From an optimization exercise on the open Yosys and OpenROAD flow, aimed at small area, a short achievable clock period and few clock cycles per item; shortcuts taken in it are not production practice.

==> flow/design.v (excerpt) <==
module pow_stream #(
  parameter int DATA_W = 32,
  parameter int EXP_W  = 3,
  parameter int ID_W   = 1
) (
  input  logic              clk,
  input  logic              aresetn,
  input  logic              s_tvalid,
  output logic              s_tready,
  input  logic [DATA_W-1:0] s_tdata,
  input  logic [EXP_W-1:0]  s_texp,
  input  logic [ID_W-1:0]   s_tid,
  input  logic              s_tlast,
  output logic              m_tvalid,
  input  logic              m_tready,
  output logic [DATA_W-1:0] m_tdata,
  output logic [ID_W-1:0]   m_tid,
  output logic              m_tlast,
  output logic              m_tovf
);
For scale: ~140 flip-flops, roughly 78 I/O pins, about 21000 µm² of cells after synthesis.
make LEC_CHECK=0 CAP_MARGIN=20 CORE_MARGIN=2 CORE_UTILIZATION=40 SLEW_MARGIN=20 finish   # period 7.6 ns
run.sh (not shown) runs the stock make flow with config.mk's settings and CLKGATE_MAP_FILE= SYNTH_SCRIPT=/design/flow/synth_recipe.tcl, a recipe that flattens the netlist after the stock synthesis.
Edit:
--- a/flow/design.v
+++ b/flow/design.v
@@ -11,41 +11,40 @@
   input  logic [EXP_W-1:0]  s_texp,
   input  logic [ID_W-1:0]   s_tid,
   input  logic              s_tlast,
   output logic              m_tvalid,
   input  logic              m_tready,
   output logic [DATA_W-1:0] m_tdata,
   output logic [ID_W-1:0]   m_tid,
   output logic              m_tlast,
   output logic              m_tovf
 );
   logic              r_busy;
   logic [1:0]        r_ops;     
-  logic [2:0]        r_sel;     
-  logic [DATA_W-1:0] r_p;       
-  logic [DATA_W-1:0] r_q;       
-  logic [DATA_W-1:0] r_x;       
+  logic [3:0]        r_sel;     
+  logic [DATA_W-1:0] r_p;
+  logic [DATA_W-1:0] r_x;
   logic [ID_W-1:0]   r_id;
   logic              r_last;
   logic              o_v;
   logic [DATA_W-1:0] o_data;
   logic [ID_W-1:0]   o_id;
   logic              o_last;
   logic              w_out_free;
   logic              w_done;
   logic              w_step;
   logic              w_take;
   logic [DATA_W-1:0] w_prod;
   logic [1:0]        w_ops;
-  logic [2:0]        w_sel;
+  logic [3:0]        w_sel;
   logic [DATA_W-1:0] mm_a, mm_b, mm_y;
   logic mm_n0;
   logic mm_n1;
   logic mm_n2;
   logic mm_n3;
   logic mm_n4;
   logic mm_n5;
   logic mm_n6;
   logic mm_n7;
   logic mm_n8;
   logic mm_n9;
   logic mm_n10;
@@ -2894,62 +2893,61 @@
   assign mm_n1424 = mm_n1387 ^ mm_n1421 ^ mm_n1422;
   assign mm_n1425 = mm_n1389 ^ mm_n1423 ^ mm_n1391;
   assign mm_n1426 = mm_n1424 ^ mm_n1393 ^ mm_n1425;
   assign mm_n1427 = mm_n1395 ^ mm_n1426;
   assign mm_r0 = {mm_n1397, mm_n1339, mm_n1283, mm_n1229, mm_n1177, mm_n1127, mm_n1079, mm_n1033, mm_n1030, mm_n947, mm_n907, mm_n869, mm_n833, mm_n799, mm_n767, mm_n764, mm_n709, mm_n683, mm_n659, mm_n637, mm_n617, mm_n599, mm_n583, mm_n580, mm_n566, mm_n554, mm_n544, mm_n538, mm_n530, mm_n63, mm_n1, mm_n0};
   assign mm_r1 = {mm_n1427, mm_n1396, mm_n1338, mm_n1282, mm_n1228, mm_n1176, mm_n1126, mm_n1078, mm_n1032, mm_n988, mm_n946, mm_n906, mm_n868, mm_n832, mm_n798, mm_n766, mm_n736, mm_n708, mm_n682, mm_n658, mm_n636, mm_n616, mm_n598, mm_n582, mm_n568, mm_n556, mm_n546, mm_n536, mm_n532, mm_n528, mm_n32, 1'b0};
   assign mm_y = mm_r0 + mm_r1;
   assign w_out_free = ~o_v | m_tready;
   assign w_done     = r_busy & (r_ops == 2'd0) & w_out_free;
   assign w_step     = r_busy & (r_ops != 2'd0);
   assign w_take     = s_tvalid & s_tready;
   assign s_tready   = aresetn & (~r_busy | w_done);
-  assign mm_a = r_q;
-  assign mm_b = r_p;
+  assign mm_a   = r_sel[0] ? r_x : r_p;
+  assign mm_b   = r_p;
   assign w_prod = mm_y;
   always_comb begin
     case (s_texp)
-      3'd3:    begin w_ops = 2'd1; w_sel = 3'b001; end
-      3'd4:    begin w_ops = 2'd1; w_sel = 3'b000; end
-      3'd5:    begin w_ops = 2'd2; w_sel = 3'b010; end
-      3'd6:    begin w_ops = 2'd2; w_sel = 3'b001; end
-      3'd7:    begin w_ops = 2'd3; w_sel = 3'b101; end
-      default: begin w_ops = 2'd0; w_sel = 3'b000; end
+      3'd2:    begin w_ops = 2'd0; w_sel = 4'b0000; end
+      3'd3:    begin w_ops = 2'd1; w_sel = 4'b0010; end
+      3'd4:    begin w_ops = 2'd1; w_sel = 4'b0000; end
+      3'd5:    begin w_ops = 2'd2; w_sel = 4'b0100; end
+      3'd6:    begin w_ops = 2'd2; w_sel = 4'b0010; end
+      3'd7:    begin w_ops = 2'd3; w_sel = 4'b1010; end
+      default: begin w_ops = 2'd0; w_sel = 4'b0001; end
     endcase
   end
   always_ff @(posedge clk or negedge aresetn) begin
     if (!aresetn) begin
       r_busy <= 1'b0;
       o_v    <= 1'b0;
     end else begin
       if (w_take)      r_busy <= 1'b1;
       else if (w_done) r_busy <= 1'b0;
       if (w_done)          o_v <= 1'b1;
       else if (m_tready)   o_v <= 1'b0;
     end
   end
   always_ff @(posedge clk) begin
     if (w_take) begin
       r_ops  <= w_ops;
       r_sel  <= w_sel;
       r_p    <= (s_texp == 3'd0) ? DATA_W'(1) : s_tdata;
-      r_q    <= (s_texp <= 3'd1) ? DATA_W'(1) : s_tdata;
-      r_x    <= s_tdata;
+      r_x    <= (s_texp[2:1] == 2'd0) ? DATA_W'(1) : s_tdata;
       r_id   <= s_tid;
       r_last <= s_tlast;
     end else if (w_step) begin
       r_ops  <= r_ops - 2'd1;
-      r_sel  <= {1'b0, r_sel[2:1]};
+      r_sel  <= {1'b0, r_sel[3:1]};
       r_p    <= w_prod;
-      r_q    <= r_sel[0] ? r_x : w_prod;
     end
     if (w_done) begin
       o_data <= w_prod;
       o_id   <= r_id;
       o_last <= r_last;
     end
   end
   assign m_tvalid = o_v;
   assign m_tdata  = o_data;
   assign m_tid    = o_id;
   assign m_tlast  = o_last;
   assign m_tovf   = 1'b0;
Effect: The changed run ran to the end with no violations; register-to-register slack gets better by 0.05 ns; clock skew barely changes; non-clock buffer count is higher by 9; final cell count is lower by 1.4%; synthesized area is lower by 3.1%; via count is higher by 0.38%; wire length is lower by 0.98%; core utilization is higher by 0.34 points; maximum frequency is higher by 0.70%; critical path depth is higher by 3; final area is lower by 3.3%; die area is lower by 3.1%.
No functional check of the RTL was part of any run of this note.

## afterwards: timing with drivers on the ports
The results above use ideal ports. As a check the final layouts listed here were re-extracted and re-timed, cells and wires unchanged.
Step 1 assumes that a clkbuf_16 drives the clock port and a buf_2 every other input.
Step 2 times the ports against the registers' clock, not the clock port: input delays grow and output delays shrink by t, the midpoint of the rising clock arrivals with the driver on.
Three values: ideal ports, drivers, drivers and shift; two values: the first two.
| run | shift t [ns] | slack for setup (ns) | clock arrival spread, ns | slew at the worst register clock pin (ns) |
|---|---|---|---|---|
| the first run | 0.487 | 0.183 / 0.183 / 0.183 | 0.008 / 0.008 | 0.07 / 0.07 |
| the second run | 0.410 | 0.234 / 0.234 / 0.234 | 0.010 / 0.010 | 0.08 / 0.08 |
After both steps every run listed still meets setup and hold.
